Source: an optimization exercise on an open RTL-to-GDS flow (aim: small area). Production flows keep margins and buffers that such runs may drop. The RTL was checked by simulation tests, not by an equivalence proof against the original design. Power is estimated from default activity; no workload was simulated.

File: design/flow/run.sh
#!/bin/bash
# synth_recipe.tcl (not shown) runs the flow's synth.tcl, then flattens the netlist and writes it again
# the make line also repeats each setting of config.mk as NAME=value (left out here)
make -C /OpenROAD-flow-scripts/flow DESIGN_CONFIG=/design/flow/config.mk WORK_HOME=/design/flow/orfs CLKGATE_MAP_FILE= SYNTH_SCRIPT=/design/flow/synth_recipe.tcl finish
File: design/flow/config.mk
export PLATFORM = sky130hd
export DESIGN_NAME = pio_machine
export DESIGN_NICKNAME = pio_machine
export VERILOG_FILES = /design/flow/design.v
export SDC_FILE = /design/flow/constraint.sdc
export NUM_CORES = 4
export LEC_CHECK = 0
export CAP_MARGIN = 20
export CORE_MARGIN = 2
export CORE_UTILIZATION = 40
export SLEW_MARGIN = 20
File: design/flow/design.v
module pio_machine (
  input  logic        clk,
  input  logic        reset,
  input  logic        en,
  input  logic [15:0] instr,
  input  logic [31:0] input_pins,
  input  logic [4:0]  wrap_target,
  input  logic [4:0]  wrap_top,
  input  logic [4:0]  jmp_pin,
  input  logic [4:0]  pins_in_base,
  input  logic [4:0]  pins_out_base,
  input  logic [4:0]  pins_set_base,
  input  logic [5:0]  pins_out_count,
  input  logic [2:0]  pins_set_count,
  input  logic        auto_push,
  input  logic        auto_pull,
  input  logic [4:0]  isr_threshold,
  input  logic [4:0]  osr_threshold,
  input  logic        in_shift_dir,
  input  logic        out_shift_dir,
  input  logic [31:0] tx_data,
  input  logic        tx_empty,
  input  logic        rx_full,
  output logic [4:0]  pc,
  output logic [31:0] output_pins,
  output logic [31:0] pin_directions,
  output logic        push,
  output logic        pull,
  output logic        stalled,
  output logic [31:0] rx_data
);
  function automatic [31:0] rotl(input [31:0] w, input [4:0] n);
    reg [31:0] r;
    integer k;
    begin
      r = w;
      for (k = 0; k < 5; k = k + 1)
        if (n[k]) r = (r << (1 << k)) | (r >> (32 - (1 << k)));
      rotl = r;
    end
  endfunction
  logic [31:0] x, y, isr, osr;
  logic [5:0]  isr_cnt, osr_cnt;
  logic [2:0]  op, a;
  logic [4:0]  b;
  logic        is_jmp, is_wait, is_in, is_out, is_pp, is_set;
  assign op = instr[15:13];
  assign a  = instr[7:5];
  assign b  = instr[4:0];
  assign is_jmp  = (op == 3'd0);
  assign is_wait = (op == 3'd1);
  assign is_in   = (op == 3'd2);
  assign is_out  = (op == 3'd3);
  assign is_pp   = (op == 3'd4);
  assign is_set  = (op == 3'd7);
  logic isr_ge, osr_ge;
  assign isr_ge = isr_cnt[5] | ((isr_threshold != 5'd0) && (isr_cnt[4:0] >= isr_threshold));
  assign osr_ge = osr_cnt[5] | ((osr_threshold != 5'd0) && (osr_cnt[4:0] >= osr_threshold));
  logic        ysel;
  logic [31:0] xy, dec;
  logic        xy_zero;
  assign ysel    = is_jmp ? (a == 3'd3 || a == 3'd4) : a[1];
  assign xy      = ysel ? y : x;
  assign xy_zero = (xy == 32'd0);
  assign dec     = xy - 32'd1;
  logic in_valid, in_full, in_stall, in_push, in_shift;
  assign in_valid = is_in & ~a[2];
  assign in_full  = in_valid & auto_push & isr_ge;
  assign in_stall = in_full & rx_full;
  assign in_push  = in_full & ~rx_full;
  assign in_shift = in_valid & ~in_stall;
  logic out_empty, out_stall, out_shift, out_dst_ok;
  assign out_empty  = auto_pull & osr_ge;
  assign out_dst_ok = (a <= 3'd4);
  assign out_stall  = is_out & out_empty;
  assign out_shift  = is_out & ~out_empty & out_dst_ok;
  logic pp_push, pp_stall, pp_pull, pp_load;
  assign pp_push  = is_pp & ~a[2] & ~(a[0] & rx_full);
  assign pp_pull  = is_pp & a[2] & ~tx_empty;
  assign pp_load  = is_pp & a[2] & (~tx_empty | ~a[0]);
  assign pp_stall = is_pp & (a[2] ? (tx_empty & a[0]) : (a[0] & rx_full));
  logic        ra_pins, ra_xy, ra_osr, ra_set;
  logic [31:0] ra_in, ra;
  logic [4:0]  pa, qa, sa, amt_a;
  logic        nega;
  assign ra_pins = ~reset & (is_jmp | is_wait | (is_in & a[1:0] == 2'd0));
  assign ra_xy   = ~reset & is_in & (a[1] ^ a[0]);
  assign ra_osr  = ~reset & is_out;
  assign ra_set  = ~reset & is_set;
  assign ra_in = ({32{ra_pins}} & input_pins) | ({32{ra_xy}} & xy) |
                 ({32{ra_osr}} & osr) | {27'd0, {5{ra_set}} & b};
  always_comb begin
    pa   = 5'd0;
    qa   = 5'd0;
    nega = 1'b1;
    case (op)
      3'd0: pa = jmp_pin;
      3'd1: begin
        pa = a[0] ? pins_in_base : 5'd0;
        qa = b;
      end
      3'd2: begin
        pa = (a[1:0] == 2'd0) ? pins_in_base : 5'd0;
        qa = in_shift_dir ? 5'd0 : b;
      end
      3'd3: begin
        qa   = b;
        nega = out_shift_dir;
      end
      default: ;
    endcase
  end
  assign sa    = pa + qa;
  assign amt_a = nega ? (5'd0 - sa) : sa;
  assign ra    = rotl(ra_in, amt_a);
  logic pin_bit;
  assign pin_bit = ra[0];
  logic [31:0] lm, hm, m;
  always_comb begin
    for (int i = 0; i < 32; i++) begin
      lm[i]      = (b == 5'd0) || (i < b);
      hm[31 - i] = lm[i];
    end
  end
  logic use_lm;
  assign use_lm = is_in ? in_shift_dir : ~out_shift_dir;
  assign m      = (is_in | is_out) ? (use_lm ? lm : hm) : 32'hffffffff;
  logic [31:0] isr_keep, rb_in, rb;
  logic [4:0]  pb, qb, sb, amt_b;
  logic        negb, pin_dst;
  assign isr_keep = (~reset & is_in & ~in_push) ? isr : 32'd0;
  assign rb_in    = (isr_keep & ~m) | (ra & m);
  assign pin_dst  = (a == 3'd0) || (a == 3'd4);
  always_comb begin
    pb   = 5'd0;
    qb   = 5'd0;
    negb = 1'b0;
    case (op)
      3'd2: begin
        qb   = b;
        negb = in_shift_dir;
      end
      3'd3: begin
        pb = pin_dst ? pins_out_base : 5'd0;
        qb = out_shift_dir ? b : 5'd0;
      end
      3'd7: pb = pin_dst ? pins_set_base : 5'd0;
      default: ;
    endcase
  end
  assign sb    = pb + qb;
  assign amt_b = negb ? (5'd0 - sb) : sb;
  assign rb    = rotl(rb_in, amt_b);
  logic [4:0]  wb;
  logic [5:0]  wc, we_end;
  logic [31:0] win;
  assign wb     = is_out ? pins_out_base : pins_set_base;
  assign wc     = is_out ? pins_out_count : {3'd0, pins_set_count};
  assign we_end = {1'b0, wb} + {1'b0, wc[4:0]};
  always_comb begin
    for (int j = 0; j < 32; j++) begin
      if (wc[5])
        win[j] = 1'b1;
      else if (we_end[5])
        win[j] = (j >= wb) || (j < we_end[4:0]);
      else
        win[j] = (j >= wb) && (j < we_end[4:0]);
    end
  end
  logic jump;
  always_comb begin
    case (a)
      3'd0: jump = 1'b1;
      3'd1: jump = xy_zero;
      3'd2: jump = ~xy_zero;
      3'd3: jump = xy_zero;
      3'd4: jump = ~xy_zero;
      3'd5: jump = (x != y);
      3'd6: jump = pin_bit;
      default: jump = ~osr_ge;
    endcase
  end
  logic wait_stall;
  assign wait_stall = is_wait & ~a[1] & (pin_bit != a[2]);
  assign stalled = en & (wait_stall | in_stall | out_stall | pp_stall);
  assign push    = en & (in_push | pp_push);
  assign pull    = en & (pp_pull | (out_stall & ~tx_empty));
  assign rx_data = isr;
  logic act;
  assign act = en & ~reset;
  logic pins_we, dirs_we, x_we, y_we, isr_we, osr_we, osr_ld;
  logic out_wr, set_wr;
  assign out_wr  = act & out_shift;
  assign set_wr  = act & is_set;
  assign pins_we = reset | ((out_wr | set_wr) & (a == 3'd0));
  assign dirs_we = reset | ((out_wr | set_wr) & (a == 3'd4));
  assign x_we    = reset | ((out_wr | set_wr) & (a == 3'd1)) |
                   (act & is_jmp & (a == 3'd2) & ~xy_zero);
  assign y_we    = reset | ((out_wr | set_wr) & (a == 3'd2)) |
                   (act & is_jmp & (a == 3'd4) & ~xy_zero);
  assign isr_we  = reset | (act & (in_shift | pp_push));
  assign osr_ld  = act & (pp_load | (out_stall & ~tx_empty));
  assign osr_we  = reset | osr_ld | out_wr;
  logic [31:0] xy_d, osr_d;
  assign xy_d  = (is_jmp & ~reset) ? dec : rb;
  assign osr_d = osr_ld ? (tx_empty ? x : tx_data) : (ra & ~m);
  logic [5:0] cnt_base, cnt_sat;
  logic [6:0] cnt_sum;
  assign cnt_base = is_in ? (in_push ? 6'd0 : isr_cnt) : osr_cnt;
  assign cnt_sum  = {1'b0, cnt_base} + ((b == 5'd0) ? 7'd32 : {2'd0, b});
  assign cnt_sat  = (cnt_sum >= 7'd32) ? 6'd32 : cnt_sum[5:0];
  logic [4:0] seq_pc;
  assign seq_pc = (pc == wrap_top) ? wrap_target : pc + 5'd1;
  always_ff @(posedge clk) begin
    if (reset)
      pc <= 5'd0;
    else if (en & ~stalled)
      pc <= (is_jmp & jump) ? b : seq_pc;
    for (int j = 0; j < 32; j++) begin
      if (pins_we & (reset | win[j])) output_pins[j] <= rb[j];
      if (dirs_we & (reset | win[j])) pin_directions[j] <= rb[j];
    end
    if (x_we) x <= xy_d;
    if (y_we) y <= xy_d;
    if (isr_we) isr <= rb;
    if (osr_we) osr <= osr_d;
    if (reset)
      isr_cnt <= 6'd0;
    else if (act & in_shift)
      isr_cnt <= cnt_sat;
    else if (act & pp_push)
      isr_cnt <= 6'd0;
    if (reset)
      osr_cnt <= 6'd32;
    else if (osr_ld)
      osr_cnt <= 6'd0;
    else if (out_wr)
      osr_cnt <= cnt_sat;
  end
endmodule
File: design/flow/constraint.sdc
create_clock -name core_clock -period 9.0 [get_ports {clk}]
set_input_delay 1.8000 -clock core_clock [delete_from_list [all_inputs] [get_ports {clk}]]
set_output_delay 1.8000 -clock core_clock [all_outputs]
set_load 0.01 [all_outputs]
==> summary.md, run 1 <==
| Metric | Value |
|---|---|
| Hold EP | `isr_cnt[5]$_SDFFE_PP0P_` |
| Worst Reg-to-Reg Cells | `16` |
| Remaining DRCs | `0` |
| Crit start category | `input pin` |
| N_diodes | `0` |
| Clk root buf | `clkbuf_16` |
| Rows | `a little over 80` |
| Area of the die | `0.0508 mm2` |
| Status | `finished clean` |
| R2r setup slk | `between 3 and 4 ns` |
| Top Family by Delay on Critical Path | `multiplexers` |
| Post-synth EDFFs | `192` |
| Final-report setup violation count | `0` |
| Max Clock Skew | `approximately 0.033 ns` |
| Period Utilization, post-route | `approximately 97%` |
| Actual slew at the worst max-slew pin | `roughly 1.1 ns` |
| WS Path Type | `in2out` |
| Slowest-stage cell, CP | `mux2_2` |
| Worst path arrival time | `roughly 7 ns` |
| CTS tree | `yes` |
| Area Overhead vs Synth | `21.9%` |
| Syn_area_per_cell | `between 8 and 9 um2` |
| Combinational power share | `~50%` |
| Die Ht | `225 um` |
| Clk pwr share | `around 19%` |
| Hold Crit Start | `isr_cnt[5]$_SDFFE_PP0P_` |
| Core box area | `between 0.04 and 0.05 mm2` |
| Critical Path, Cell by Cell | `clkdlybuf4s50_1, buf_4, nor3_2, buf_4, mux2_2, mux2_2, a32o_1, mux4_2, nand3_1, nand4_1, xnor2_1, o2111ai_1, and2_1, clkdlybuf4s50_1` |
| Overall routing resource usage | `about 36%` |
| Seq/Total Area, Yosys | `between 30% and 40%` |
| Critical Path Sink Type | `output port` |
| RSZ-0062 raised after global routing | `false` |
| Max-slew violations | `0` |
| Worst hold slack | `between 0.4 and 0.5 ns` |
| Sw Share | `between 40% and 50%` |
| Worst Path Required | `7.20 ns` |
| Routability cong. | `about 1` |
| Initial Utilization | `between 40 and 50%` |
| Fin worst setup slack | `between 0.2 and 0.25 ns` |
| Drt initial violations | `3,140` |
| Psw | `about 2.5 mW` |
| Die W | `roughly 230 um` |
| Predominant post-synthesis flop cell | `edfxtp_1` |
| Total CTS buffers | `26` |
| Slew HR | `between 20% and 30%` |
| RR Startpoint | `isr_cnt[0]$_SDFFE_PP0P_` |
| Pint | `roughly 3.2 mW` |
| Yosys warnings | `1` |
| Fmax | `approximately 110 MHz` |
| Synth async-reset ratio | `0%` |
| Flops & latches, synth | `~210` |
| DP HPWL | `73,400 um` |
| Cell leakage power | `8.49 nW` |
| Reg2reg end | `output_pins[20]$_DFFE_PP_` |
| Crit path from | `instr[14]` |
| Pre-antenna DRT Iters | `6` |
| PD cells | `between 200 and 250 mW/mm2` |
| Mapped Cells | `around 2,200` |
| # clock sinks | `approximately 210` |
| Grt ovf | `0` |
| CP max stage delay | `0.77 ns` |
| Peak VDD IR | `0.175 mV` |
| Layout cell share with drive strength beyond 1 | `around an eighth` |
| Vias in the first global route | `19,000` |
| Post-synth net total | `roughly 2,400` |
| Largest net degree at the start of global routing | `65` |
| Vias | `around 20,000` |
| I/O pin total | `242` |
| Initial antenna violation count | `1` |
| Period minus WS final | `around 9 ns` |
| Vias per Instance | `roughly 6.9` |
| MaxCap Viol Count | `0` |
| CTS clk-pin slew, worst paths | `0.06 ns` |
| Distinct cell type count after synthesis | `76` |
| Hold Crit Class | `reg2reg` |
| Input/output buffers | `236` |
| ANT nets after route | `0` |
| Setup Buffers After CTS | `0` |
| Nets@finish | `roughly 2,500` |
| # H-tree levels | `1` |
| Setup TNS | `0 ns` |
| Final wirelength | `just over 90,000 um` |
| First-pass GRT wire length | `approximately 130,000 um` |
| Clock Tree Buf Depth | `3` |
| Hold path depth | `2` |
| Seq pwr share | `about 30%` |
| DP Worst Slack | `~0.17 ns` |
| Clock latency on the worst-skew pair | `about 0.6 ns` |
| Mapped cell area | `0.0196 mm2` |
| Avg WL per Cell | `between 30 and 40 um` |
| Critical path buffers and inverters | `4` |
| Final hold viol count | `0` |
| Crit Path Max Fanout | `33` |
-- layout by cell type (no fill, tap or decap), drive strengths merged, types with 17 or more instances in the layout --
master / instances
a32o: 29
a211o: 36
a22o: 19
nand2: 151
nand4: 27
buf: 104
mux2i: 82
mux2: 39
o21ai: 113
o211ai: 33
clkbuf: 30
ha: 37
nand3: 130
or3: 37
nor4: 41
a21o: 25
a22oi: 18
a41oi: 51
and4: 19
nor3: 39
xor2: 60
a221oi: 37
dfxtp: 17
and2: 30
clkdlybuf4s50: 235
edfxtp: 192
xnor2: 28
nand3b: 28
inv: 63
a21oi: 104
mux4: 55
nor2: 173
o22ai: 30
a211oi: 27
-- cell families after synthesis --
kind of cell	share of synthesized area, %
and+or+nand+nor	19.5
AOI/OAI and AO/OA	24.3
buffers and inverters	4.79
DFF	31.1
muxes	12.7
xor gates and xnor gates	4.05
adders and majority gates	3.48
-- cells in the mapped netlist (15+ instances only) --
cell type | instances | area, um2
nand4_1 | 27 | 169
or3_1 | 37 | 231
a41oi_1 | 51 | 447
o21ai_0 | 99 | 495
a211o_1 | 36 | 315
xor2_1 | 60 | 526
a32o_1 | 29 | 290
xnor2_1 | 28 | 245
clkbuf_1 | 157 | 589
nand3b_1 | 28 | 210
mux2_2 | 39 | 439
nor4_1 | 41 | 257
edfxtp_1 | 192 | 5770
nor2_1 | 173 | 649
o211ai_1 | 33 | 248
and4_1 | 19 | 166
a21oi_1 | 104 | 521
inv_1 | 61 | 229
mux4_2 | 55 | 1240
buf_2 | 15 | 75.1
o22ai_1 | 29 | 181
mux2i_1 | 82 | 821
a21o_1 | 25 | 188
a211oi_1 | 26 | 195
nand3_1 | 130 | 651
nand2_1 | 151 | 567
dfxtp_1 | 17 | 340
a221oi_1 | 37 | 324
and2_1 | 30 | 188
ha_1 | 37 | 463
a22o_1 | 19 | 166
nor3_1 | 38 | 190
a22oi_1 | 18 | 135
-- flip-flops by register name, summed over array words and instances, names as in the netlist --
| register | cells |
|---|---|
| x | 32 |
| isr | 32 |
| y | 32 |
| osr_cnt | 6 |
| osr | 32 |
| pc | 5 |
| output_pins | 32 |
| isr_cnt | 6 |
| pin_directions | 32 |
-- stage by stage --
stage | total power [mW] | std cells | utilization, % | area [um2]
CTS | 5.68 | 3004 | 49.1 | 23900
finish | 5.76 | 3004 | 49.1 | 23900
detailed placement | 4.55 | 2957 | 47.3 | 23000
global route | 5.94 | 3004 | 49.1 | 23900
floorplan | 3.16 | 2179 | - | 19600
global placement | 4.53 | 2957 | 47.3 | 23000
-- cell type report --
class	count	area, um2
Timing Repair Buffer	339	3160
Clock inverter	17	220
Sequential cell	209	6110
Inverter	62	233
Clock buffer	30	666
Fill cell	4601	24800
Multi-Input combinational cell	1725	12700
Tap cell	622	778
-- layer usage --
layer	track usage (%)	part of all wire [%]
met5	0	0
met2	54.2	43
met1	48.7	41
met4	17.6	6.0
met3	6.79	10
-- worst max-delay path by stage --
stage	end	slack, ns	cells after the start
after floorplan	stalled	0.92	20
after global placement	x[18]$_DFFE_PP_	0.24	23
after detailed placement	pin_directions[26]$_DFFE_PP_	0.17	22
after CTS	stalled	0.16	19
after global routing	stalled	0.01	20
final	stalled	0.23	14
-- repair_timing --
item | CTS | global route
gates resized for setup | 0 | 1
hold buffers | 0 | 0
hold endpoints to repair | 0 | 0
endpoints found under the setup margin | 0 | 1
-- power groups by stage --
stage	clock (mW)	sequential, mW	combinational (mW)
CTS	1.13	1.72	2.83
detailed placement	0	1.74	2.81
finish	1.12	1.75	2.90
floorplan	0	1.64	1.53
global placement	0	1.74	2.80
global route	1.16	1.75	3.03
-- worst register-to-register path, stage by stage (launching register included) --
cell and delay (ns):
dfxtp_1 0.34, inv_1 0.06, ha_1 0.26, nand2b_1 0.14
a21o_1 0.18, a21o_1 0.17, a21o_1 0.16, a21oi_1 0.13
o21bai_1 0.09, buf_4 0.18, a21oi_2 0.77, buf_4 0.33
a31oi_1 0.40, a21o_1 0.36, mux4_2 0.50, mux4_2 0.63
inv_1 0.22
==> run 2, diff against run 1 <==
==> design/flow/flow/run.sh (new file) <==
#!/bin/bash
# Layout flow: the standard flow (standard.sh, standard synthesis) with
# the port buffers made of the smallest buffer cell.
set -euo pipefail
bash standard.sh "BUFFER_PORTS_ARGS=-buffer_cell sky130_fd_sc_hd__buf_1" finish > standard_flow.log 2>&1
==> design/flow/standard.sh (new file) <==
#!/bin/bash
# synth_recipe.tcl (not shown) runs the flow's synth.tcl, then flattens the netlist and writes it again
# the make line also repeats each setting of config.mk as NAME=value (left out here)
make -C /OpenROAD-flow-scripts/flow DESIGN_CONFIG=/design/flow/config.mk WORK_HOME=/design/flow/orfs CLKGATE_MAP_FILE= SYNTH_SCRIPT=/design/flow/synth_recipe.tcl "${@:-finish}"
removed: design/flow/run.sh
==> run 2 against run 1 <==
  * Sequential share of layout area increased by 1.8 points
  * Sequential power is essentially flat
  * Non-clock buffer count shrank 5
  * Clock skew down 0.013 ns
  * Die area stayed put
  * Total power down 3.7%
  * Register-to-register slack improved by 0.12 ns
  * Worst hold slack better by 0.0027 ns
  * Sequential cell count unchanged
  * Wire length shrank 3.4%
==> summary.md, run 2 <==
| Metric | Value |
|---|---|
| Combinational power share | `48.8% (-1.5 points)` |
| Final-report setup violation count | `0 (unchanged)` |
| Yosys top cell by area | `edfxtp_1` |
| Distinct cell type count after synthesis | `76 (unchanged)` |
| Hold Crit Class | `reg2reg` |
| Vias in the first global route | `18,800 (-0.95%)` |
| DP HPWL | `69,900 um (-4.8%)` |
| Area contributors post-synth | `edfxtp_1 29%, mux4_2 6.3%, mux2i_1 4.2%, nand3_1 3.3%, nor2_1 3.3%` |
| First-pass GRT wire length | `127,000 um (-3.6%)` |
| PD cells | `248 mW/mm2 (+3.0%)` |
| Remaining DRCs | `0 (unchanged)` |
| Pre-antenna DRT Iters | `7 (+1)` |
| Post-synth top cells | `192 x edfxtp_1, 173 x nor2_1, 157 x clkbuf_1` |
| Status | `finished clean` |
| Clk root buf | `clkbuf_16` |
| DP Worst Slack | `0.288 ns (+0.117 ns)` |
| Yosys warnings | `1 (unchanged)` |
| Core box area | `0.0486 mm2 (unchanged)` |
| Rows | `81 (unchanged)` |
| CTS Hold Bufs | `0 (unchanged)` |
| Overall routing resource usage | `34.1% (-1.6 points)` |
| I/O pin total | `242 (unchanged)` |
| # H-tree levels | `1 (unchanged)` |
| Syn_area_per_cell | `9.00 um2 (unchanged)` |
| Worst Path Required | `7.20 ns (about the same)` |
| DRT met1 WL | `35,900 um (-4.7%)` |
| Area Overhead vs Synth | `14.0%` |
| Clock Tree Buf Depth | `3 (unchanged)` |
| N_diodes | `0 (unchanged)` |
| Crit start category | `input pin` |
| Total CTS buffers | `25 (-3.8%)` |
| Nets@finish | `2,536 (-0.24%)` |
| Setup TNS | `0 ns (unchanged)` |
| Sw Share | `44.4% (+0.57 points)` |
| Clk pwr share | `20.0% (+0.6 points)` |
| Routability cong. | `1.08 (+7.9%)` |
| Initial antenna violation count | `1 (unchanged)` |
| Die W | `225 um (unchanged)` |
| Peak VDD IR | `0.136 mV (-22%)` |
| Critical Path Sink Type | `output port` |
| Area of the die | `0.0508 mm2 (unchanged)` |
| Fmax | `117 MHz (+2.3%)` |
| Seq pwr share | `31.2% (+0.9 points)` |
| Worst path arrival time | `6.77 ns (-0.20 ns)` |
| Flops & latches, synth | `209 (unchanged)` |
| Period Utilization, post-route | `95.2% (-2.2 points)` |
| Actual slew at the worst max-slew pin | `1.21 ns (+0.0802 ns)` |
| Psw | `2.47 mW (-2.4%)` |
| MaxCap Viol Count | `0 (unchanged)` |
| Clock latency on the worst-skew pair | `0.56 ns (-0.04 ns)` |
| Metal2 WL | `39,200 um (-2.9%)` |
| Final hold viol count | `0 (unchanged)` |
| Count leader, synth | `edfxtp_1` |
| CTS tree | `yes` |
| Resized Gates After CTS | `0 (unchanged)` |
| Max-slew violations | `0 (unchanged)` |
| Slew HR | `19.0% (-5.5 points)` |
| Mapped cell area | `0.0196 mm2 (unchanged)` |
| Synth top area share | `29.4% (unchanged)` |
| Cell leakage power | `7.82 nW (-7.8%)` |
| WS Path Type | `in2out` |
| Post-synth net total | `2,358 (unchanged)` |
| Vias | `20,600 (+0.024%)` |
| Grt ovf | `0 (unchanged)` |
| ANT nets after route | `0 (unchanged)` |
| Layout cell share with drive strength beyond 1 | `11.8% (-0.22 points)` |
| Post-synth EDFFs | `192 (unchanged)` |
| Most common cell after layout, fill and taps aside | `buf_1` |
| Most frequent cells in the layout | `233 x buf_1, 192 x edfxtp_1, 171 x nor2_1` |
| Max Clock Skew | `0.0203 ns (-0.0127 ns)` |
| Largest net degree at the start of global routing | `65 (unchanged)` |
| Final wirelength | `89,700 um (-3.4%)` |
| Final Power | `5.55 mW (-3.7%)` |
| Synth async-reset ratio | `0% (unchanged)` |
| Setup Buffers After CTS | `0 (unchanged)` |
| Seq/Total Area, Yosys | `31.1% (unchanged)` |
| Mapped Cells | `2,179 (unchanged)` |
| # clock sinks | `209 (unchanged)` |
| Input/output buffers | `236 (unchanged)` |
| RSZ-0062 raised after global routing | `false` |
| CTS clk-pin slew, worst paths | `0.06 ns (about the same)` |
| Period minus WS final | `8.57 ns (-0.201 ns)` |
| Vias per Instance | `6.88 (+0.26%)` |
| Predominant post-synthesis flop cell | `edfxtp_1` |
| Fin worst setup slack | `0.432 ns (+0.201 ns)` |
| Avg WL per Cell | `29.9 um (-3.2%)` |
| Die Ht | `225 um (unchanged)` |
| Initial Utilization | `40.3% (unchanged)` |
| Highest routed layer | `met4` |
| DR WL met3 | `8730 um (-6.1%)` |
| Drt initial violations | `2,741 (-13%)` |
| Crit Path Max Fanout | `23 (-30%)` |
| Pint | `3.09 mW (-4.7%)` |
## run 2: final timing paths
| check | startpoint | end | slack [ns] | cells past startpoint |
|---|---|---|---|---|
| worst max register to register | osr[1]$_DFFE_PP_ | output_pins[2]$_DFFE_PP_ | 4.04 | 11 |
| worst max-delay path | instr[13] | stalled | 0.43 | 19 |
| worst min-delay path | isr_cnt[3]$_SDFFE_PP0P_ | isr_cnt[3]$_SDFFE_PP0P_ | 0.49 | 2 |
| worst min register to register | isr_cnt[3]$_SDFFE_PP0P_ | isr_cnt[3]$_SDFFE_PP0P_ | 0.49 | 2 |
## run 2: logic make-up (layout without fill, tap and decap cells)
group                    after synthesis  count (layout)  share of synthesized area, %
AND/OR/NAND/NOR                      749             749                          19.5
AO/OA/AOI/OAI                        656             656                          24.3
buffers and inverters                245             441                          4.79
flip-flops                           209             209                          31.1
multiplexers                         176             176                          12.7
XOR/XNOR                              89              89                          4.05
adder cells (fa/ha/maj)               55              55                          3.48
## run 2: area by class of cell
cell class / instances / area [um2]
timing repair buffer: 334 / 1630
tap: 622 / 778
inverter: 62 / 233
sequential: 209 / 6110
fill: 4786 / 26300
clock buffer: 28 / 637
multi-input combinational: 1725 / 12700
clock inverter: 17 / 239
## run 2: critical path: stages
cell and delay (ns):
buf_1 0.53, nand3b_1 0.14, a21oi_1 0.52, a22o_1 0.25, ha_1 0.17, inv_1 0.06, fa_1 0.39, xor2_1 0.39
nand2_1 0.11, o22ai_1 0.47, xor2_4 0.52, buf_4 0.36, nand3_1 0.11, nand4_1 0.11, buf_4 0.19, xnor2_1 0.08
o2111ai_1 0.24, and2_1 0.17, buf_1 0.15
## run 2: per-layer routing
layer,global-route usage (%),vias to the layer above
met4,20.4,0
met1,45.9,10100
met3,6.22,250
li1,-,8994
met5,0,-
met2,51.2,1293
## run 2: per-stage QoR
step	instance area [um2]	util (%)	hold WS [ns]	instances
2_1_floorplan	19600	-	0.442	2179
3_3_place_gp	21400	44.1	0.472	2951
3_5_place_dp	21500	44.1	0.487	2952
4_1_cts	22300	45.9	0.494	2997
5_1_grt	22400	45.9	0.518	2997
6_report	22400	45.9	0.492	2997
## run 2: power groups by stage
| stage | registers, mW | logic (mW) | clock network, mW |
|---|---|---|---|
| after detailed placement | 1.73 | 2.61 | 0 |
| final | 1.73 | 2.71 | 1.11 |
| after global routing | 1.74 | 2.83 | 1.16 |
| after global placement | 1.72 | 2.58 | 0 |
| after floorplan | 1.64 | 1.53 | 0 |
| after CTS | 1.71 | 2.62 | 1.12 |
==> run 3, diff against run 2 <==
--- a/design/flow/design.v
+++ b/design/flow/design.v
@@ -79,78 +79,47 @@
   assign pp_pull  = is_pp & a[2] & ~tx_empty;
   assign pp_load  = is_pp & a[2] & (~tx_empty | ~a[0]);
   assign pp_stall = is_pp & (a[2] ? (tx_empty & a[0]) : (a[0] & rx_full));
-  logic        ra_pins, ra_xy, ra_osr, ra_set;
-  logic [31:0] ra_in, ra;
-  logic [4:0]  pa, qa, sa, amt_a;
-  logic        nega;
-  assign ra_pins = ~reset & (is_jmp | is_wait | (is_in & a[1:0] == 2'd0));
-  assign ra_xy   = ~reset & is_in & (a[1] ^ a[0]);
-  assign ra_osr  = ~reset & is_out;
-  assign ra_set  = ~reset & is_set;
-  assign ra_in = ({32{ra_pins}} & input_pins) | ({32{ra_xy}} & xy) |
-                 ({32{ra_osr}} & osr) | {27'd0, {5{ra_set}} & b};
-  always_comb begin
-    pa   = 5'd0;
-    qa   = 5'd0;
-    nega = 1'b1;
-    case (op)
-      3'd0: pa = jmp_pin;
-      3'd1: begin
-        pa = a[0] ? pins_in_base : 5'd0;
-        qa = b;
-      end
-      3'd2: begin
-        pa = (a[1:0] == 2'd0) ? pins_in_base : 5'd0;
-        qa = in_shift_dir ? 5'd0 : b;
-      end
-      3'd3: begin
-        qa   = b;
-        nega = out_shift_dir;
-      end
-      default: ;
-    endcase
-  end
-  assign sa    = pa + qa;
-  assign amt_a = nega ? (5'd0 - sa) : sa;
-  assign ra    = rotl(ra_in, amt_a);
-  logic pin_bit;
-  assign pin_bit = ra[0];
-  logic [31:0] lm, hm, m;
+  logic [4:0] pin_idx;
+  logic       pin_bit;
+  assign pin_idx = is_jmp ? jmp_pin : ((a[0] ? pins_in_base : 5'd0) + b);
+  assign pin_bit = input_pins[pin_idx];
+  logic [31:0] lm, hm;
   always_comb begin
     for (int i = 0; i < 32; i++) begin
       lm[i]      = (b == 5'd0) || (i < b);
       hm[31 - i] = lm[i];
     end
   end
-  logic use_lm;
-  assign use_lm = is_in ? in_shift_dir : ~out_shift_dir;
-  assign m      = (is_in | is_out) ? (use_lm ? lm : hm) : 32'hffffffff;
-  logic [31:0] isr_keep, rb_in, rb;
-  logic [4:0]  pb, qb, sb, amt_b;
-  logic        negb, pin_dst;
-  assign isr_keep = (~reset & is_in & ~in_push) ? isr : 32'd0;
-  assign rb_in    = (isr_keep & ~m) | (ra & m);
+  logic in_right, out_left, pin_dst;
+  assign in_right = in_shift_dir;
+  assign out_left = ~out_shift_dir;
   assign pin_dst  = (a == 3'd0) || (a == 3'd4);
-  always_comb begin
-    pb   = 5'd0;
-    qb   = 5'd0;
-    negb = 1'b0;
+  logic [31:0] rb_in, rb;
+  logic [4:0]  amt_b;
+  assign rb_in = is_in ? ((reset | in_push) ? 32'd0 : isr) : (reset ? 32'd0 : osr);
+  assign amt_b = (is_in ? in_right : ~out_left) ? 5'd0 - b : b;
+  assign rb    = rotl(rb_in, amt_b);
+  logic        ra_pins, ra_xy, ra_out, ra_set;
+  logic [31:0] out_bits, ra_in, ra;
+  logic [4:0]  amt_a;
+  assign out_bits = (out_left ? rb : osr) & lm;
+  assign ra_pins = ~reset & is_in & (a[1:0] == 2'd0);
+  assign ra_xy   = ~reset & is_in & (a[1] ^ a[0]);
+  assign ra_out  = ~reset & is_out;
+  assign ra_set  = ~reset & is_set;
+  assign ra_in = ({32{ra_pins}} & input_pins) | ({32{ra_xy}} & xy) |
+                 ({32{ra_out}} & out_bits) | {27'd0, {5{ra_set}} & b};
+  always_comb begin
     case (op)
-      3'd2: begin
-        qb   = b;
-        negb = in_shift_dir;
-      end
-      3'd3: begin
-        pb = pin_dst ? pins_out_base : 5'd0;
-        qb = out_shift_dir ? b : 5'd0;
-      end
-      3'd7: pb = pin_dst ? pins_set_base : 5'd0;
-      default: ;
+      3'd2:    amt_a = 5'd0 - ((a[1:0] == 2'd0 ? pins_in_base : 5'd0) + (in_right ? b : 5'd0));
+      3'd3:    amt_a = pin_dst ? pins_out_base : 5'd0;
+      default: amt_a = pin_dst ? pins_set_base : 5'd0;
     endcase
   end
-  assign sb    = pb + qb;
-  assign amt_b = negb ? (5'd0 - sb) : sb;
-  assign rb    = rotl(rb_in, amt_b);
+  assign ra = rotl(ra_in, amt_a);
+  logic [31:0] m_in, isr_d;
+  assign m_in  = is_in ? (in_right ? hm : lm) : 32'hffffffff;
+  assign isr_d = (rb & ~m_in) | (ra & m_in);
   logic [4:0]  wb;
   logic [5:0]  wc, we_end;
   logic [31:0] win;
@@ -202,8 +171,8 @@
   assign osr_ld  = act & (pp_load | (out_stall & ~tx_empty));
   assign osr_we  = reset | osr_ld | out_wr;
   logic [31:0] xy_d, osr_d;
-  assign xy_d  = (is_jmp & ~reset) ? dec : rb;
-  assign osr_d = osr_ld ? (tx_empty ? x : tx_data) : (ra & ~m);
+  assign xy_d  = (is_jmp & ~reset) ? dec : ra;
+  assign osr_d = osr_ld ? (tx_empty ? x : tx_data) : (rb & ~(out_left ? lm : hm));
   logic [5:0] cnt_base, cnt_sat;
   logic [6:0] cnt_sum;
   assign cnt_base = is_in ? (in_push ? 6'd0 : isr_cnt) : osr_cnt;
@@ -217,12 +186,12 @@
     else if (en & ~stalled)
       pc <= (is_jmp & jump) ? b : seq_pc;
     for (int j = 0; j < 32; j++) begin
-      if (pins_we & (reset | win[j])) output_pins[j] <= rb[j];
-      if (dirs_we & (reset | win[j])) pin_directions[j] <= rb[j];
+      if (pins_we & (reset | win[j])) output_pins[j] <= ra[j];
+      if (dirs_we & (reset | win[j])) pin_directions[j] <= ra[j];
     end
     if (x_we) x <= xy_d;
     if (y_we) y <= xy_d;
-    if (isr_we) isr <= rb;
+    if (isr_we) isr <= isr_d;
     if (osr_we) osr <= osr_d;
     if (reset)
       isr_cnt <= 6'd0;
==> design/flow/flow/run.sh (replaced) <==
#!/bin/bash
# Layout flow: the standard flow (standard.sh) with two changes:
#  - synthesis maps the logic with an area-oriented ABC script (flow/area.abc);
#    everything else in synthesis, including register mapping, is the standard flow's own
#    script (synth_recipe.tcl), so the registers are the standard synthesis's;
#  - port buffers are the smallest buffer cell.
set -euo pipefail
HERE=$PWD
{
  head -n 1 synth_recipe.tcl
  cat <<EOF
proc abc {args} {
  set i [lsearch -exact \$args -script]
  if {\$i >= 0} { lset args [expr {\$i + 1}] $HERE/flow/area.abc }
  yosys abc {*}\$args
}
EOF
  tail -n +2 synth_recipe.tcl
} > area_synth.tcl
bash standard.sh SYNTH_SCRIPT=$HERE/area_synth.tcl \
  "BUFFER_PORTS_ARGS=-buffer_cell sky130_fd_sc_hd__buf_1" finish > standard_flow.log 2>&1
==> design/flow/flow/area.abc (new file) <==
strash
dch -f
amap -m
topo
stime -c
==> run 3 against run 2 <==
  * Design area down 11%
  * Via count shrank 5.9%
  * Clock power decreased by 4%
  * First-iteration DRC count fell by 13%
  * Synthesized area down 14%
  * Highest routed layer unchanged
==> summary.md, run 3 <==
| Metric | Value |
|---|---|
| Cell leakage power | `6.60 nW (-16%)` |
| Vias per Instance | `6.58 (-4.4%)` |
| Drt initial violations | `2,392 (-13%)` |
| Crit Path Max Fanout | `15 (-35%)` |
| Finished Layout Cells | `2,949 (-1.6%)` |
| Fmax | `127 MHz (+9.2%)` |
| Synth top area share | `34.2% (+4.8 points)` |
| Slew HR | `27.6% (+8.6 points)` |
| Remaining DRCs | `0 (unchanged)` |
| DP Worst Slack | `0.676 ns (+0.388 ns)` |
| Actual slew at the worst max-slew pin | `1.08 ns (-0.124 ns)` |
| Worst path arrival time | `8.37 ns (+1.60 ns)` |
| Yosys warnings | `1 (unchanged)` |
| Nets@finish | `2,571 (+1.4%)` |
| WS Path Type | `in2reg` |
| Final wirelength | `81,300 um (-9.4%)` |
| MaxCap Viol Count | `0 (unchanged)` |
| Area contributors post-synth | `edfxtp_1 34%, o22a_1 16%, nor2_1 8.4%, o22ai_1 5.1%, a21oi_1 4.9%` |
| CTS Hold Bufs | `0 (unchanged)` |
| Setup Buffers After CTS | `0 (unchanged)` |
| Final-report setup violation count | `0 (unchanged)` |
| Post-synth EDFFs | `192 (unchanged)` |
| Rows | `75 (-7.4%)` |
| Largest net degree at the start of global routing | `91 (+40%)` |
| I/O pin total | `242 (unchanged)` |
| Mapped Cells | `2,048 (-6.0%)` |
| Layout cell share with drive strength beyond 1 | `5.48% (-6.3 points)` |
| Post-synth top cells | `378 x nor2_1, 307 x o22a_1, 204 x clkinv_1` |
| Syn_area_per_cell | `8.24 um2 (-8.4%)` |
| Cell mode on critical path | `nor2_1` |
| Synth async-reset ratio | `0% (unchanged)` |
| Distinct cell type count after synthesis | `53 (-30%)` |
| Initial Utilization | `40.4% (+0.10 points)` |
| Initial antenna violation count | `5 (+4)` |
| Vias | `19,400 (-5.9%)` |
| # H-tree levels | `1 (unchanged)` |
| Mapped cell area | `0.0169 mm2 (-14%)` |
| Critical path buffers and inverters | `6 (+1)` |
| Clock Tree Buf Depth | `3 (unchanged)` |
| Flops & latches, synth | `209 (unchanged)` |
| CTS tree | `yes` |
| Area Overhead vs Synth | `18.5%` |
| Die W | `209 um (-7.1%)` |
| Pre-antenna DRT Iters | `7 (unchanged)` |
| Resized Gates After CTS | `0 (unchanged)` |
| Final hold viol count | `0 (unchanged)` |
| Status | `finished clean` |
| Hold Crit Class | `reg2reg` |
| Hold Crit Start | `isr_cnt[5]$_SDFFE_PP0P_` |
| Area of the die | `0.0438 mm2 (-14%)` |
| Avg WL per Cell | `27.6 um (-7.9%)` |
| Routability cong. | `1.04 (-3.8%)` |
| Clock latency on the worst-skew pair | `0.59 ns (+0.03 ns)` |
| Critical Path Sink Type | `register` |
| Overall routing resource usage | `35.8% (+1.7 points)` |
| Die Ht | `209 um (-7.1%)` |
| Clk root buf | `clkbuf_16` |
| Post-synth net total | `2,231 (-5.4%)` |
| RR Startpoint | `isr_cnt[0]$_SDFFE_PP0P_` |
| ANT nets after route | `0 (unchanged)` |
| Grt ovf | `0 (unchanged)` |
| Top Family by Delay on Critical Path | `simple AND/OR/NAND/NOR gates` |
| Crit start category | `input pin` |
| Count leader, synth | `nor2_1` |
| Input/output buffers | `236 (unchanged)` |
| Fin worst setup slack | `1.15 ns (+0.722 ns)` |
| Predominant post-synthesis flop cell | `edfxtp_1` |
| Period minus WS final | `7.85 ns (-0.722 ns)` |
| Placed Cells incl. Taps | `2,899 (-1.8%)` |
| CP max stage delay | `0.58 ns (+0.05 ns)` |
| Core box area | `0.0418 mm2 (-14%)` |
| PD cells | `194 mW/mm2 (-22%)` |
| Most common cell after layout, fill and taps aside | `nor2_1` |
| Most frequent cells in the layout | `378 x nor2_1, 307 x o22a_1, 234 x buf_1` |
| Seq/Total Area, Yosys | `36.2% (+5.0 points)` |
| First-pass GRT wire length | `116,000 um (-8.8%)` |
| Crit path from | `instr[5]` |
| Max-slew violations | `0 (unchanged)` |
| Slowest-stage cell, CP | `ha_1` |
| CTS clk-pin slew, worst paths | `0.06 ns (about the same)` |
| Vias in the first global route | `17,800 (-5.3%)` |
| # clock sinks | `209 (unchanged)` |
| Total CTS buffers | `26 (+4.0%)` |
| Peak VDD IR | `0.168 mV (+23%)` |
| Worst Path Required | `9.52 ns (+2.32 ns)` |
| Worst hold slack | `0.484 ns (-0.00804 ns)` |
| Fin util | `47.9% (+1.9 points)` |
| DP HPWL | `63,900 um (-8.5%)` |
| Yosys top cell by area | `edfxtp_1` |
| Max Clock Skew | `0.0374 ns (+0.0171 ns)` |
| Period Utilization, post-route | `87.2% (-8.0 points)` |
| RSZ-0062 raised after global routing | `false` |
-- run 3: changes by cell type after synthesis, moves of 82 or more --
cell and change:
o22a_1 +297, nand3_1 -107, clkinv_1 +203, mux2i_1 -82, clkbuf_1 -157, o22ai_1 +109, nor2_1 +205
-- run 3: worst reg2reg max path, delay by kind of cell, from the launching register on --
family	cells	cell delay, ns
simple gates	3	0.36
compound gates	21	4.57
buf+inv	4	0.93
fa+ha+maj	1	0.29
flops	1	0.31
-- run 3: path summary, 6_finish.rpt --
path / endpoint / slack (ns) / cells after the start
worst min-delay path: isr_cnt[5]$_SDFFE_PP0P_ / 0.48 / 2
worst max-delay path: pc[1]$_SDFFE_PP0P_ / 1.15 / 31
worst min register to register: isr_cnt[5]$_SDFFE_PP0P_ / 0.48 / 2
worst max register to register: isr[28]$_DFFE_PP_ / 2.20 / 29
-- run 3: layout make-up --
cell class | count | area [um2]
Multi-Input combinational cell | 1635 | 10100
Timing Repair Buffer | 312 | 1460
Inverter | 204 | 766
Tap cell | 539 | 674
Sequential cell | 209 | 6110
Antenna cell | 3 | 7.51
Fill cell | 4180 | 21800
Clock inverter | 12 | 148
Clock buffer | 35 | 694
-- run 3: per-stage QoR --
step           power (mW)  TNS [ns]  instance area [um2]
4_1_cts              3.85         0                20000
3_5_place_dp         2.78         0                19100
5_1_grt              4.03         0                20000
2_1_floorplan        2.18    -26.05                16900
3_3_place_gp         2.76         0                19100
6_report             3.89         0                20000
-- run 3: report_power, final --
group | total (mW) | internal [mW] | switching [mW]
logic | 1.47 | 0.463 | 1.00
clock network | 1.07 | 0.625 | 0.443
registers | 1.35 | 1.27 | 0.0853
-- run 3: kinds of logic (layout without fill, tap and decap cells) --
| logic type | count (synthesis) | after routing | share of synthesized area, % |
|---|---|---|---|
| AO/OA/AOI/OAI | 969 | 969 | 40.7 |
| flip-flops | 209 | 209 | 36.2 |
| other | 0 | 3 | 0 |
| AND/OR/NAND/NOR | 617 | 617 | 14.8 |
| buffers and inverters | 204 | 563 | 4.54 |
| XOR/XNOR | 4 | 4 | 0.208 |
| adder cells (fa/ha/maj) | 45 | 45 | 3.52 |
-- run 3: routing by layer --
metal	vias to the layer above	GRT usage, %	share of wire [%]
met3	176	8.04	10
met2	1091	54.9	43
met5	-	0	0
met4	0	16.8	5.2
li1	8825	-	-
met1	9300	48.1	41
==> run 4, diff against run 3 <==
--- a/design/flow/design.v
+++ b/design/flow/design.v
@@ -94,6 +94,8 @@
   assign in_right = in_shift_dir;
   assign out_left = ~out_shift_dir;
   assign pin_dst  = (a == 3'd0) || (a == 3'd4);
+  logic [31:0] msk;
+  assign msk = (is_in ? in_right : ~out_left) ? hm : lm;
   logic [31:0] rb_in, rb;
   logic [4:0]  amt_b;
   assign rb_in = is_in ? ((reset | in_push) ? 32'd0 : isr) : (reset ? 32'd0 : osr);
@@ -102,7 +104,7 @@
   logic        ra_pins, ra_xy, ra_out, ra_set;
   logic [31:0] out_bits, ra_in, ra;
   logic [4:0]  amt_a;
-  assign out_bits = (out_left ? rb : osr) & lm;
+  assign out_bits = rb & msk;
   assign ra_pins = ~reset & is_in & (a[1:0] == 2'd0);
   assign ra_xy   = ~reset & is_in & (a[1] ^ a[0]);
   assign ra_out  = ~reset & is_out;
@@ -112,13 +114,13 @@
   always_comb begin
     case (op)
       3'd2:    amt_a = 5'd0 - ((a[1:0] == 2'd0 ? pins_in_base : 5'd0) + (in_right ? b : 5'd0));
-      3'd3:    amt_a = pin_dst ? pins_out_base : 5'd0;
+      3'd3:    amt_a = (pin_dst ? pins_out_base : 5'd0) + (out_left ? 5'd0 : b);
       default: amt_a = pin_dst ? pins_set_base : 5'd0;
     endcase
   end
   assign ra = rotl(ra_in, amt_a);
   logic [31:0] m_in, isr_d;
-  assign m_in  = is_in ? (in_right ? hm : lm) : 32'hffffffff;
+  assign m_in  = is_in ? msk : 32'hffffffff;
   assign isr_d = (rb & ~m_in) | (ra & m_in);
   logic [4:0]  wb;
   logic [5:0]  wc, we_end;
@@ -172,7 +174,7 @@
   assign osr_we  = reset | osr_ld | out_wr;
   logic [31:0] xy_d, osr_d;
   assign xy_d  = (is_jmp & ~reset) ? dec : ra;
-  assign osr_d = osr_ld ? (tx_empty ? x : tx_data) : (rb & ~(out_left ? lm : hm));
+  assign osr_d = osr_ld ? (tx_empty ? x : tx_data) : (rb & ~msk);
   logic [5:0] cnt_base, cnt_sat;
   logic [6:0] cnt_sum;
   assign cnt_base = is_in ? (in_push ? 6'd0 : isr_cnt) : osr_cnt;
==> design/flow/flow/run.sh (replaced) <==
#!/bin/bash
# Layout flow: the standard flow (standard.sh) with these changes:
#  - synthesis maps the logic with an area-oriented ABC script (flow/area.abc);
#    everything else in synthesis, including register mapping, is the standard flow's own
#    script (synth_recipe.tcl), so the registers are the standard synthesis's;
#  - port buffers are the smallest buffer cell;
#  - the clock tree uses small clock buffers and no dummy loads;
#  - after global routing, gates off the critical paths are downsized
#    (RECOVER_POWER).
set -euo pipefail
HERE=$PWD
{
  head -n 1 synth_recipe.tcl
  cat <<EOF
proc abc {args} {
  set i [lsearch -exact \$args -script]
  if {\$i >= 0} { lset args [expr {\$i + 1}] $HERE/flow/area.abc }
  yosys abc {*}\$args
}
EOF
  tail -n +2 synth_recipe.tcl
} > area_synth.tcl
bash standard.sh SYNTH_SCRIPT=$HERE/area_synth.tcl \
  "BUFFER_PORTS_ARGS=-buffer_cell sky130_fd_sc_hd__buf_1" \
  "CTS_ARGS=-sink_clustering_enable -repair_clock_nets -buf_list {sky130_fd_sc_hd__clkbuf_4 sky130_fd_sc_hd__clkbuf_8} -dont_use_dummy_load" \
  RECOVER_POWER=100 \
  finish > standard_flow.log 2>&1
==> run 4 against run 3 <==
  * Now fails the layout checks on capacitance limit, slew limit
  * Synthesized area fell by 2.2%
  * Global-route usage fell by 1.3 points
  * Combinational power barely moved
  * Largest cell class unchanged
  * Highest routed layer unchanged
==> summary.md, run 4 <==
| Metric | Value |
|---|---|
| Hold Crit Start | `isr_cnt[5]$_SDFFE_PP0P_` |
| Syn_area_per_cell | `8.31 um2 (+0.84%)` |
| Reg2reg end | `osr[3]$_DFFE_PP_` |
| Synth async-reset ratio | `0% (unchanged)` |
| I/O pin total | `242 (unchanged)` |
| Predominant post-synthesis flop cell | `edfxtp_1` |
| Post-synthesis adder-cell area fraction | `4.02% (+0.50 points)` |
| Yosys top cell by area | `edfxtp_1` |
| Worst Reg-to-Reg Cells | `17 (-41%)` |
| Die Ht | `207 um (-1.1%)` |
| Clock latency on the worst-skew pair | `0.63 ns (+0.04 ns)` |
| Die W | `207 um (-1.1%)` |
| Post-Synth Simple-Gate Area | `15.0% (+0.22 points)` |
| CTS Hold Bufs | `0 (unchanged)` |
| Initial Utilization | `40.5% (+0.11 points)` |
| Rows | `74 (-1.3%)` |
| Remaining DRCs | `0 (unchanged)` |
| DP Worst Slack | `0.354 ns (-0.323 ns)` |
| Core box area | `0.0407 mm2 (-2.4%)` |
| Nets@finish | `2,539 (-1.2%)` |
| MaxCap Viol Count | `5 (+5)` |
| Clk root buf | `clkbuf_8` |
| # H-tree levels | `2 (+1)` |
| Grt ovf | `0 (unchanged)` |
| R2r setup slk | `1.67 ns (-0.53 ns)` |
| Fin util | `47.3% (-0.59 points)` |
| Post-synth EDFFs | `192 (unchanged)` |
| Largest net degree at the start of global routing | `78 (-14%)` |
| Largest family of logic cells by synthesized area | `compound AO/OA/AOI/OAI gates` |
| Post-synth net total | `2,175 (-2.5%)` |
| Crit Path Max Fanout | `77 (+62)` |
| Final-report setup violation count | `0 (unchanged)` |
| Placed Cells incl. Taps | `2,842 (-2.0%)` |
| Setup TNS | `0 ns (unchanged)` |
| First-pass GRT wire length | `110,000 um (-4.5%)` |
| Max Clock Skew | `0.102 ns (+0.0649 ns)` |
| Cell leakage power | `6.22 nW (-5.8%)` |
| RR Startpoint | `osr_cnt[0]$_SDFFE_PP0P_` |
| Actual slew at the worst max-slew pin | `3.11 ns (+2.03 ns)` |
| Routability cong. | `0.983 (-5.2%)` |
| Mapped Cells | `1,987 (-3.0%)` |
| Vias | `18,800 (-2.9%)` |
| WS Path Type | `in2reg` |
| # clock sinks | `209 (unchanged)` |
| Worst path arrival time | `8.89 ns (+0.52 ns)` |
| Count leader, synth | `nor2_1` |
| Resized Gates After CTS | `0 (unchanged)` |
| Final hold viol count | `0 (unchanged)` |
| CTS clk-pin slew, worst paths | `0.06 ns (about the same)` |
| Distinct cell type count after synthesis | `48 (-9.4%)` |
| Setup Buffers After CTS | `0 (unchanged)` |
| Slowest-stage cell, CP | `clkbuf_1` |
| Pre-antenna DRT Iters | `6 (-1)` |
| Vias per Instance | `6.53 (-0.74%)` |
| Critical Path Sink Type | `register` |
| Most frequent cells in the layout | `350 x nor2_1, 275 x o22a_1, 234 x buf_1` |
| Multiplexer area fraction after synthesis | `0% (unchanged)` |
| Clock Tree Buf Depth | `3 (unchanged)` |
| Finished Layout Cells | `2,884 (-2.2%)` |
| DP HPWL | `59,000 um (-7.8%)` |
| Avg WL per Cell | `26.7 um (-3.1%)` |
| Overall routing resource usage | `34.5% (-1.3 points)` |
| CP max stage delay | `1.02 ns (+0.44 ns)` |
| Area Overhead vs Synth | `16.7%` |
| Layout check faults | `capacitance limit, slew limit` |
| Critical Path, Cell by Cell | `buf_1, clkinv_1, nor3_4, clkbuf_1, clkinv_4, clkbuf_2, a31oi_1, o22a_1, o22a_1, o22a_1, o22a_1, o22ai_1, nand3_1, o221ai_1, o22a_1, o22a_1, o22a_1, o22a_1, o22ai_1, clkinv_1, nor2_1, a21oi_1` |
| RSZ-0062 raised after global routing | `false` |
| Most common cell after layout, fill and taps aside | `nor2_1` |
| Synth Area in Compound Gates | `38.4% (-2.3 points)` |
| Flops & latches, synth | `209 (unchanged)` |
| Critical path buffers and inverters | `6 (unchanged)` |
| Area contributors post-synth | `edfxtp_1 35%, o22a_1 15%, nor2_1 8.0%, o22ai_1 6.8%, clkinv_1 5.2%` |
| Synth top area share | `34.9% (+0.76 points)` |
| Period minus WS final | `8.56 ns (+0.712 ns)` |
| Status | `finished with violations` |
| Input/output buffers | `236 (unchanged)` |
| Hold path depth | `2 (unchanged)` |
| Vias in the first global route | `17,100 (-4.1%)` |
| Slew HR | `-108% (-140 points)` |
| ANT nets after route | `0 (unchanged)` |
| Total CTS buffers | `39 (+50%)` |
| Fmax | `117 MHz (-8.3%)` |
| Hold EP | `isr_cnt[5]$_SDFFE_PP0P_` |
| Final wirelength | `77,000 um (-5.3%)` |
| Cell mode on critical path | `o22a_1` |
| Top Family by Delay on Critical Path | `compound AO/OA/AOI/OAI gates` |
| Fin worst setup slack | `0.441 ns (-0.712 ns)` |
| Final Power | `3.61 mW (-7.2%)` |
| Peak VDD IR | `0.143 mV (-15%)` |
| Seq/Total Area, Yosys | `37.0% (+0.80 points)` |
| CTS tree | `yes` |
| Max-slew violations | `218 (+218)` |
| Yosys warnings | `1 (unchanged)` |
| Mapped cell area | `0.0165 mm2 (-2.2%)` |
| Drt initial violations | `2,139 (-11%)` |
| Hold Crit Class | `reg2reg` |
| Crit start category | `input pin` |
| Worst Path Required | `9.33 ns (-0.19 ns)` |
| Layout cell share with drive strength beyond 1 | `5.15% (-0.33 points)` |
| Period Utilization, post-route | `95.1% (+7.9 points)` |
| Initial antenna violation count | `2 (-3)` |
| PD cells | `187 mW/mm2 (-3.7%)` |
| Post-synth top cells | `351 x nor2_1, 275 x o22a_1, 228 x clkinv_1` |
| Area of the die | `0.0429 mm2 (-2.1%)` |
| XOR/XNOR share of the synthesized area | `0.371% (+0.16 points)` |
-- run 4: cell count changes in the layout (fill, tap and decap cells not counted), moves of 16 or more --
| cell | previous run | this run |
|---|---|---|
| a21oi_1 | 162 | 121 |
| o22ai_1 | 136 | 175 |
| clkbuf_8 | 1 | 39 |
| o32ai_1 | 1 | 36 |
| o22a_1 | 307 | 275 |
| nor2_1 | 378 | 350 |
| clkbuf_16 | 26 | 0 |
| nand3_1 | 23 | 47 |
| buf_4 | 76 | 53 |
| clkinv_1 | 208 | 227 |
| a221oi_1 | 28 | 10 |
| nand2_1 | 142 | 124 |
| clkbuf_1 | 8 | 25 |
| o31ai_1 | 23 | 7 |
-- run 4: worst max path at each step --
stage / start / to / slack, ns / depth (start not counted)
after floorplan: instr[14] / isr[0]$_DFFE_PP_ / 0.04 / 21
after global placement: instr[13] / pc[1]$_SDFFE_PP0P_ / 0.54 / 32
after detailed placement: instr[13] / pc[1]$_SDFFE_PP0P_ / 0.35 / 32
after CTS: instr[13] / pc[1]$_SDFFE_PP0P_ / 0.95 / 32
after global routing: instr[14] / isr[28]$_DFFE_PP_ / 0.09 / 23
final: instr[14] / isr[0]$_DFFE_PP_ / 0.44 / 22
-- run 4: layer usage --
layer | global-route usage [%] | vias up | part of all wire, %
li1 | - | 8551 | -
met1 | 47.0 | 9016 | 41
met2 | 50.8 | 1098 | 42
met3 | 7.87 | 160 | 11
met4 | 18.3 | 0 | 5.8
met5 | 0 | - | 0
-- run 4: cells by family after synthesis --
family	after synthesis
compound gates	893
xor+xnor	7
fa+ha+maj	50
buf+inv	228
flops	209
simple gates	600
-- run 4: area by class of cell --
cell class	instances	area, um2
fill	4153	21500
multi-input combinational	1550	9660
sequential	209	6110
inverter	228	861
tap	532	666
antenna	3	7.51
clock buffer	39	537
timing repair buffer	323	1430
-- run 4: power breakdown --
group	switching, mW	internal, mW
Sequential	0.0848	1.27
Combinational	1.01	0.471
Clock	0.391	0.380
Total	1.48	2.13
-- run 4: metrics by stage --
| stage | cell area [um2] | hold WS [ns] |
|---|---|---|
| 2_1_floorplan | 16600 | 0.452 |
| 6_report | 19300 | 0.484 |
| 3_3_place_gp | 18900 | 0.467 |
| 5_1_grt | 19300 | 0.497 |
| 4_1_cts | 19400 | 0.480 |
| 3_5_place_dp | 18900 | 0.472 |
-- run 4: worst register-to-register path, cell delays in order, from the launching register on --
cell      delay, ns
dfxtp_1        0.33
clkinv_1       0.10
ha_1           0.28
o21a_1         0.12
o21a_1         0.11
o21a_1         0.12
o21a_1         0.10
nor2_1         0.04
a31oi_1        0.21
or2_0          0.22
nand2_1        0.11
nor2_1         0.19
a21oi_1        0.12
nor3_2         0.14
clkbuf_1       1.44
clkinv_1       1.31
nand3_1        0.34
clkbuf_1       1.55
==> run 5, diff against run 4 <==
--- a/design/flow/flow/run.sh
+++ b/design/flow/flow/run.sh
@@ -4,9 +4,7 @@
 #    everything else in synthesis, including register mapping, is the standard flow's own
 #    script (synth_recipe.tcl), so the registers are the standard synthesis's;
 #  - port buffers are the smallest buffer cell;
-#  - the clock tree uses small clock buffers and no dummy loads;
-#  - after global routing, gates off the critical paths are downsized
-#    (RECOVER_POWER).
+#  - the clock tree uses small clock buffers and no dummy loads.
 set -euo pipefail
 HERE=$PWD
 {
@@ -23,5 +21,4 @@
 bash standard.sh SYNTH_SCRIPT=$HERE/area_synth.tcl \
   "BUFFER_PORTS_ARGS=-buffer_cell sky130_fd_sc_hd__buf_1" \
   "CTS_ARGS=-sink_clustering_enable -repair_clock_nets -buf_list {sky130_fd_sc_hd__clkbuf_4 sky130_fd_sc_hd__clkbuf_8} -dont_use_dummy_load" \
-  RECOVER_POWER=100 \
   finish > standard_flow.log 2>&1
==> run 5 against run 4 <==
  * The run now finishes clean
  * Synthesized cell count stayed put
  * Wire length is 0.24% lower
  * Synthesized area stayed put
  * Clock-buffer cell count stayed put
  * Core utilization is 0.38 points higher
  * Design area is 0.81% higher
  * Total power is 0.63% higher
  * Global-route usage stayed put
  * Critical endpoint is now pc[1]$_SDFFE_PP0P_
  * Highest routed layer unchanged
==> summary.md, run 5 <==
| Metric | Value |
|---|---|
| Final-report setup violation count | `0 (unchanged)` |
| Nets@finish | `2,539 (unchanged)` |
| Clock latency on the worst-skew pair | `0.63 ns (about the same)` |
| # H-tree levels | `2 (unchanged)` |
| Worst path arrival time | `8.81 ns (-0.08 ns)` |
| Resized Gates After CTS | `0 (unchanged)` |
| CTS clk-pin slew, worst paths | `0.05 ns (about the same)` |
| Mapped cell area | `0.0165 mm2 (unchanged)` |
| Most common cell after layout, fill and taps aside | `nor2_1` |
| Post-synth net total | `2,175 (unchanged)` |
| Max-slew violations | `0 (-100%)` |
| CP max stage delay | `0.54 ns (-0.48 ns)` |
| Core box area | `0.0407 mm2 (unchanged)` |
| Die Ht | `207 um (unchanged)` |
| Layout cell share with drive strength beyond 1 | `6.43% (+1.3 points)` |
| Area of the die | `0.0429 mm2 (unchanged)` |
| Hold Crit Start | `isr_cnt[5]$_SDFFE_PP0P_` |
| Post-synth top cells | `351 x nor2_1, 275 x o22a_1, 228 x clkinv_1` |
| Setup Buffers After CTS | `0 (unchanged)` |
| RSZ-0062 raised after global routing | `false` |
| Count leader, synth | `nor2_1` |
| Fmax | `121 MHz (+3.6%)` |
| Rows | `74 (unchanged)` |
| Remaining DRCs | `0 (unchanged)` |
| Cell mode on critical path | `clkinv_1` |
| Syn_area_per_cell | `8.31 um2 (unchanged)` |
| Setup TNS | `0 ns (unchanged)` |
| Yosys top cell by area | `edfxtp_1` |
| Vias | `18,800 (-0.33%)` |
| Initial Utilization | `40.5% (unchanged)` |
| WS Path Type | `in2reg` |
| Overall routing resource usage | `34.5% (unchanged)` |
| Pre-antenna DRT Iters | `5 (-1)` |
| Cell leakage power | `6.33 nW (+1.9%)` |
| Most frequent cells in the layout | `350 x nor2_1, 275 x o22a_1, 234 x buf_1` |
| Distinct cell type count after synthesis | `48 (unchanged)` |
| Routability cong. | `0.983 (unchanged)` |
| Actual slew at the worst max-slew pin | `1.08 ns (-2.04 ns)` |
| Reg2reg end | `isr[0]$_DFFE_PP_` |
| Input/output buffers | `236 (unchanged)` |
| Largest net degree at the start of global routing | `78 (unchanged)` |
| Peak VDD IR | `0.146 mV (+2.0%)` |
| Flops & latches, synth | `209 (unchanged)` |
| Clock Tree Buf Depth | `3 (unchanged)` |
| Total CTS buffers | `39 (unchanged)` |
| Period Utilization, post-route | `91.8% (-3.3 points)` |
| Vias in the first global route | `17,100 (unchanged)` |
| Crit start category | `input pin` |
| Worst hold slack | `0.486 ns (+0.00151 ns)` |
| Critical Path Sink Type | `register` |
| Hold EP | `isr_cnt[5]$_SDFFE_PP0P_` |
| Slowest-stage cell, CP | `o32ai_4` |
| ANT nets after route | `0 (unchanged)` |
| Crit Path Max Fanout | `7 (-91%)` |
| Die W | `207 um (unchanged)` |
| Area contributors post-synth | `edfxtp_1 35%, o22a_1 15%, nor2_1 8.0%, o22ai_1 6.8%, clkinv_1 5.2%` |
| I/O pin total | `242 (unchanged)` |
| # clock sinks | `209 (unchanged)` |
| Clk root buf | `clkbuf_8` |
| Drt initial violations | `2,210 (+3.3%)` |
| Mapped Cells | `1,987 (unchanged)` |
| Seq/Total Area, Yosys | `37.0% (unchanged)` |
| Hold Crit Class | `reg2reg` |
| Worst Path Required | `9.54 ns (+0.21 ns)` |
| DP HPWL | `59,000 um (unchanged)` |
| Synth top area share | `34.9% (unchanged)` |
| First-pass GRT wire length | `110,000 um (unchanged)` |
| Vias per Instance | `6.51 (-0.33%)` |
| Final wirelength | `76,800 um (-0.24%)` |
| PD cells | `187 mW/mm2 (-0.18%)` |
| Avg WL per Cell | `26.6 um (-0.24%)` |
| Predominant post-synthesis flop cell | `edfxtp_1` |
| Worst Reg-to-Reg Cells | `27 (+10)` |
| MaxCap Viol Count | `0 (-5)` |
| Max Clock Skew | `0.0981 ns (-0.00426 ns)` |
| CTS Hold Bufs | `0 (unchanged)` |
| Status | `finished clean` |
| Area Overhead vs Synth | `17.7%` |
| CTS tree | `yes` |
| Period minus WS final | `8.26 ns (-0.296 ns)` |
| Post-synth EDFFs | `192 (unchanged)` |
| Yosys warnings | `1 (unchanged)` |
| R2r setup slk | `2.52 ns (+0.85 ns)` |
| Slew HR | `28.2% (+140 points)` |
| Synth async-reset ratio | `0% (unchanged)` |
| RR Startpoint | `isr_cnt[0]$_SDFFE_PP0P_` |
| Hold path depth | `2 (unchanged)` |
| Final hold viol count | `0 (unchanged)` |
| Initial antenna violation count | `2 (unchanged)` |
| Grt ovf | `0 (unchanged)` |
## run 5: layer usage
layer  track usage [%]  routed length [um]
met5                 0                   0
met4              18.3                4500
met3              7.87                8500
met2              50.8               32200
met1              47.0               31600
## run 5: final cells by class
cell class | count | area [um2]
repair buffers | 323 | 1540
inverters | 228 | 861
clock buffers | 39 | 537
fillers | 4117 | 21300
multi-input cells | 1550 | 9700
well taps | 532 | 666
flip-flops and latches | 209 | 6110
diodes | 3 | 7.51
## run 5: stage by stage
| stage | std cells | instance area, um2 | utilization, % | power (mW) | worst slack [ns] |
|---|---|---|---|---|---|
| final | 2884 | 19400 | 47.7 | 3.63 | 0.738 |
| after global routing | 2882 | 19400 | 47.7 | 3.78 | 0.139 |
| after global placement | 2842 | 18900 | 46.3 | 2.81 | 0.541 |
| after CTS | 2881 | 19400 | 47.6 | 3.60 | 0.951 |
| after floorplan | 1987 | 16600 | - | 2.20 | 0.0378 |
| after detailed placement | 2842 | 18900 | 46.3 | 2.83 | 0.354 |
## run 5: logic make-up (layout without fill, tap and decap cells)
| family | count (synthesis) | count (layout) | synth area share (%) |
|---|---|---|---|
| AO/OA/AOI/OAI | 893 | 893 | 38.4 |
| AND/OR/NAND/NOR | 600 | 600 | 15.0 |
| buffers and inverters | 228 | 590 | 5.19 |
| flip-flops | 209 | 209 | 37.0 |
| adder cells (fa/ha/maj) | 50 | 50 | 4.02 |
| XOR/XNOR | 7 | 7 | 0.371 |
| other | 0 | 3 | 0 |
## run 5: report_power, final
group / switching (mW) / internal (mW) / leakage, nW
registers: 0.0851 / 1.27 / 2.01
clock network: 0.391 / 0.380 / 0.280
logic: 1.00 / 0.497 / 4.04
## run 5: how the worst max path moves through the flow
stage | cells after the start | end | slack (ns) | from
4_1_cts | 32 | pc[1]$_SDFFE_PP0P_ | 0.95 | instr[13]
6_report | 32 | pc[1]$_SDFFE_PP0P_ | 0.74 | instr[13]
3_3_place_gp | 32 | pc[1]$_SDFFE_PP0P_ | 0.54 | instr[13]
2_1_floorplan | 21 | isr[0]$_DFFE_PP_ | 0.04 | instr[14]
3_5_place_dp | 32 | pc[1]$_SDFFE_PP0P_ | 0.35 | instr[13]
5_1_grt | 32 | pc[1]$_SDFFE_PP0P_ | 0.14 | instr[15]
## run 5: worst max-delay path: cells and delay by family
family,cells,cell delay (ns)
and+or+nand+nor,17,3.71
buffers and inverters,8,1.74
AOI/OAI and AO/OA,6,1.37
adders and majority gates,1,0.17

## re-timing with driven ports
Ports are ideal in the flow. The routed layouts listed here were re-timed in OpenROAD. Step 1 assumes that a clkbuf_16 drives the clock port and a buf_2 every other input. Step 2 adds t to the input delays and takes it off the output delays; t is the mean of the earliest and latest rising clock arrival at the registers after step 1. Input paths then give back, and output paths get back, about the clock's delay inside the block. a / b / c = no drivers / after step 1 / after step 2; a / b = the first two.
| run | t (ns) | setup slack, ns | worst hold slack (ns) | worst slew at a driven data input, ns |
|---|---|---|---|---|
| run 1 | 0.643 | 0.231 / 0.209 / 0.078 | 0.489 / 0.489 / 0.489 | 0.05 |
| run 2 | 0.607 | 0.432 / 0.404 / -0.023 | 0.492 / 0.492 / 0.492 | 0.05 |
| run 3 | 0.631 | 1.154 / 1.174 / 0.543 | 0.484 / 0.484 / 0.484 | 0.09 |
| run 4 | 0.636 | 0.441 / 0.475 / -0.161 | 0.484 / 0.484 / 0.484 | 0.10 |
| run 5 | 0.635 | 0.738 / 0.772 / 0.137 | 0.486 / 0.486 / 0.486 | 0.09 |
The setup slack of run 3, which loses most, moves by +0.020 ns with the drivers and by -0.611 ns with both steps.
